This design comes from an exercise in tuning for small area, a short achievable clock period and few clock cycles per item on the open sky130 flow, not from production work.
In this exercise RTL edits were held to simulation tests only and were not proved equivalent to the original.
No activity file was given, so power comes from the tool's default toggle rates.

## run 5
## fc_1st_mac_engine
module fc_1st_mac_engine #(
    parameter int Bit_width   = 16,
    parameter int Frac_bits   = 8,
    parameter int In_Len      = 32,
    parameter int Out_Len     = 16,
    parameter int Waddr_width = 8
) (
    input  logic                        CLK,
    input  logic                        RST_N,
    input  logic                        Start,
    output logic                        Busy,
    output logic                        Done,
    output logic                        Read_Enable,
    output logic [4:0]                  Read_Width,
    input  logic signed [Bit_width-1:0] data_in_0,
    input  logic signed [Bit_width-1:0] data_in_1,
    input  logic signed [Bit_width-1:0] data_in_2,
    input  logic signed [Bit_width-1:0] data_in_3,
    input  logic signed [Bit_width-1:0] data_in_4,
    output logic [Waddr_width-1:0]      Weight_Addr,
    input  logic signed [Bit_width-1:0] weight_in_0,
    input  logic signed [Bit_width-1:0] weight_in_1,
    input  logic signed [Bit_width-1:0] weight_in_2,
    input  logic signed [Bit_width-1:0] weight_in_3,
    input  logic signed [Bit_width-1:0] weight_in_4,
    output logic [3:0]                  Neuron_Idx,
    input  logic signed [Bit_width-1:0] bias_in,
    output logic                        Out_Valid,
    input  logic                        Out_Ready,
    output logic [Bit_width-1:0]        Out_Data
);
Size: ~4000 cells after synthesis, roughly 220 I/O pins, ~44000 um^2 of cells after synthesis.
==> flow/config.mk <==
export PLATFORM = sky130hd
export DESIGN_NAME = fc_1st_mac_engine
export DESIGN_NICKNAME = fc_1st_mac_engine
export VERILOG_FILES = /design/flow/design.v
export SDC_FILE = /design/flow/constraint.sdc
export NUM_CORES = 4
export LEC_CHECK = 0
export CAP_MARGIN = 20
export CORE_MARGIN = 2
export CORE_UTILIZATION = 40
export CTS_CLUSTER_DIAMETER = 100
export CTS_CLUSTER_SIZE = 24
export SLEW_MARGIN = 70
==> flow/constraint.sdc <==
create_clock -name core_clock -period 12.5 [get_ports {CLK}]
set_input_delay 2.5000 -clock core_clock [delete_from_list [all_inputs] [get_ports {CLK}]]
set_output_delay 2.5000 -clock core_clock [all_outputs]
set_load 0.01 [all_outputs]
standard.sh (not shown) runs the stock make flow with config.mk's settings and CLKGATE_MAP_FILE= SYNTH_SCRIPT=/design/flow/synth_recipe.tcl, a recipe that flattens the netlist after the stock synthesis.
==> flow/flow/run.sh <==
#!/bin/bash
# Layout flow: the standard synthesis, then a netlist pass that removes
# the inverters Yosys leaves between full adders (each fa cell may be replaced
# by its dual: same cell, inputs and outputs complemented; registers and
# every other cell keep their function), then the standard layout with the
# port buffers made of sky130_fd_sc_hd__buf_2 instead of the slow delay
# buffer the placer picks by default. Each tool's output goes to a log here.
set -euo pipefail
R="$PWD/orfs/results/$FLOW_PLATFORM/fc_1st_mac_engine/base"
bash standard.sh synth > make_synth.log 2>&1
cp "$R/1_2_yosys.v" "$R/1_2_yosys_std.v"
python3 flow/polarity.py "$R/1_2_yosys_std.v" "$R/1_2_yosys.v" > polarity.log 2>&1
rm -f "$R/1_synth.odb" "$R/1_synth.sdc"
bash standard.sh "BUFFER_PORTS_ARGS=-buffer_cell sky130_fd_sc_hd__buf_2" finish > make_finish.log 2>&1
Other scripts of this flow, unchanged in this note and not shown: flow/flow/polarity.py
Testbench counts of run 5, summed over its fixed seeds: cycles 7,496, items 1,024.
Edits applied to the flow inputs when going from run 5 to run 1:
diff --git a/flow/design.v b/flow/design.v
--- a/flow/design.v
+++ b/flow/design.v
@@ -34,27 +34,27 @@
     logic [7:0]  row_q;
     logic [3:0]  ineu_q;
     logic [15:0] out_q;
     logic        idle_q, empty_q, issuing, olast_q;
     logic [7:0]  nrow, cbase;
     logic [3:0]  nineu, cn;
     logic [2:0]  nstep;
-    logic        t1_first, t1_last, t2_first, t2_nfirst, t2_last, t3_last;
+    logic        t1_first, t1_last, t2_first, t2_nfirst, t2_last, t3_last, t4_last;
     logic [15:0] result;
     assign Busy        = busy_q;
     assign Done        = done_q;
     assign Read_Enable = re_q;
     assign Read_Width  = rw_q;
     assign Weight_Addr = row_q;
     assign Neuron_Idx  = ineu_q;
     assign Out_Valid   = ov_q;
     assign Out_Data    = out_q;
     wire       hs       = ~empty_q & Out_Ready;      
-    wire       conflict = t3_last & ~empty_q;        
-    wire       commit   = t3_last & empty_q;         
+    wire       conflict = t4_last & ~empty_q;        
+    wire       commit   = t4_last & empty_q;         
     wire       fin      = hs & olast_q;              
     wire [7:0] row      = ~nrow;
     wire [3:0] ineu     = ~nineu;
     wire [2:0] step     = ~nstep;
     logic       busy_n, ov_n, iss_n;
     logic [7:0] row_n;
     logic [3:0] ineu_n;
@@ -107,14 +107,15 @@
             cn       <= '0;
             t1_first <= 1'b0;
             t1_last  <= 1'b0;
             t2_first <= 1'b0;
             t2_nfirst <= 1'b1;
             t2_last  <= 1'b0;
             t3_last  <= 1'b0;
+            t4_last  <= 1'b0;
         end else begin
             busy_q   <= busy_n;
             idle_q   <= ~busy_n;
             done_q   <= fin;
             ov_q     <= ov_n;
             empty_q  <= ~ov_n;
             issuing  <= iss_n;
@@ -136,14 +137,15 @@
             end
             t1_first <= issuing & (step == 3'd0) & ~conflict;
             t1_last  <= issuing & (step == 3'd6) & ~conflict;
             t2_first <= t1_first & ~conflict;
             t2_nfirst <= ~(t1_first & ~conflict);    
             t2_last  <= t1_last & ~conflict;
             t3_last  <= t2_last & ~conflict;
+            t4_last  <= t3_last & ~conflict;
         end
     end
     logic [15:0] out_hold;
     always_ff @(posedge CLK) begin
         if (commit) out_hold <= result;
         out_q <= empty_q ? result : out_hold;
     end
@@ -2713,19 +2715,18 @@
     assign acc_n0 = {c1558, c1552, s1549, s1545, s1539, c1528, s1527, c1512, s1511, c1492, s1491, s1479, c1454, c1438, s1437, c1406, s1405, c1370, c1350, c1330, c1312, c1296, c1280, c1266, c1252, c1240, c1228, c1218, c1208, c1200, c1192, c1186, c1180, c1176, c1174, c1172, accg1[0]};
     assign acc_n1 = {s1563, s1557, s1551, c1540, c1534, s1533, c1520, s1519, c1502, s1501, c1480, c1468, s1467, s1453, c1422, s1421, c1388, s1387, s1369, s1349, s1329, s1311, s1295, s1279, s1265, s1251, s1239, s1227, s1217, s1207, s1199, s1191, s1185, s1179, s1175, s1173, s1171};
     always_ff @(posedge CLK) begin
         acc0 <= acc_n0;
         acc1 <= acc_n1;
     end
     logic [36:0] sum;
+    logic [36:8] sum_q;
     assign sum = acc0 + acc1;
-    wire [13:0] ah = acc0[36:23], bh = acc1[36:23];
-    wire [13:0] px = ah ^ bh;
-    wire z_rest = &(px[13:1] ~^ (ah[12:0] | bh[12:0]));
-    wire o_rest = &(px[13:1] ^ (ah[12:0] & bh[12:0]));
-    wire in_range = sum[23] ? o_rest : z_rest;
+    always_ff @(posedge CLK) begin
+        sum_q <= sum[36:8];
+    end
     always_comb begin
-        if (in_range) result = sum[23:8];
-        else if (sum[36]) result = 16'h8000;
+        if (&sum_q[36:23] || ~|sum_q[36:23]) result = sum_q[23:8];
+        else if (sum_q[36]) result = 16'h8000;
         else result = 16'h7fff;
     end
 endmodule
## What came out
Run 1 vs run 5: routed wire length down in run 1. Delta (run 1 minus run 5): fraction of met3 tracks used by global routing saw an increase, power dissipated in combinational cells fell about 4%, placed standard-cell area stayed essentially flat, final core utilization flat, total power lower. Between run 5 and run 1, the design area figures differ only marginally. Going from run 5 to run 1, placeable core area shows no meaningful change; area of combinational cells with multiple inputs shrank by 1.1%; multi-input gate count decreased by 81 relative to the old numbers; clock transition at the register clock pins on the worst setup and hold paths after CTS lost 20 ps; number of diodes added for antenna fixing went up by 1. Run 1 against run 5: least setup slack across all paths after layout climbed 23 ps; sequential cell count went up by 30.
Testbench counts of run 1, summed over its fixed seeds: cycles 7,560, items 1,024.

## what the ideal ports hide
In the flow no input, the clock included, has a driving cell. The finished layouts below were timed again as built, in two steps. Step 1 assumes that a clkbuf_16 drives the clock port and a buf_2 every other input. Step 2 also shifts input and output timing later by t, the mid clock arrival at the registers, as if the neighbouring blocks saw the same clock. Three values: ideal, step 1, step 2; two values: the first two.
run	shift t [ns]	slack for setup (ns)	worst register clock-pin slew, ns
run 5	0.690	8.863 / 8.788 / 8.535	0.10 / 0.10
run 1	0.715	8.886 / 8.812 / 8.482	0.10 / 0.10
After both steps setup and hold are still met in every run listed. For run 1, which loses most, drivers alone change the setup slack by -0.074 ns; drivers and shift together by -0.404 ns.
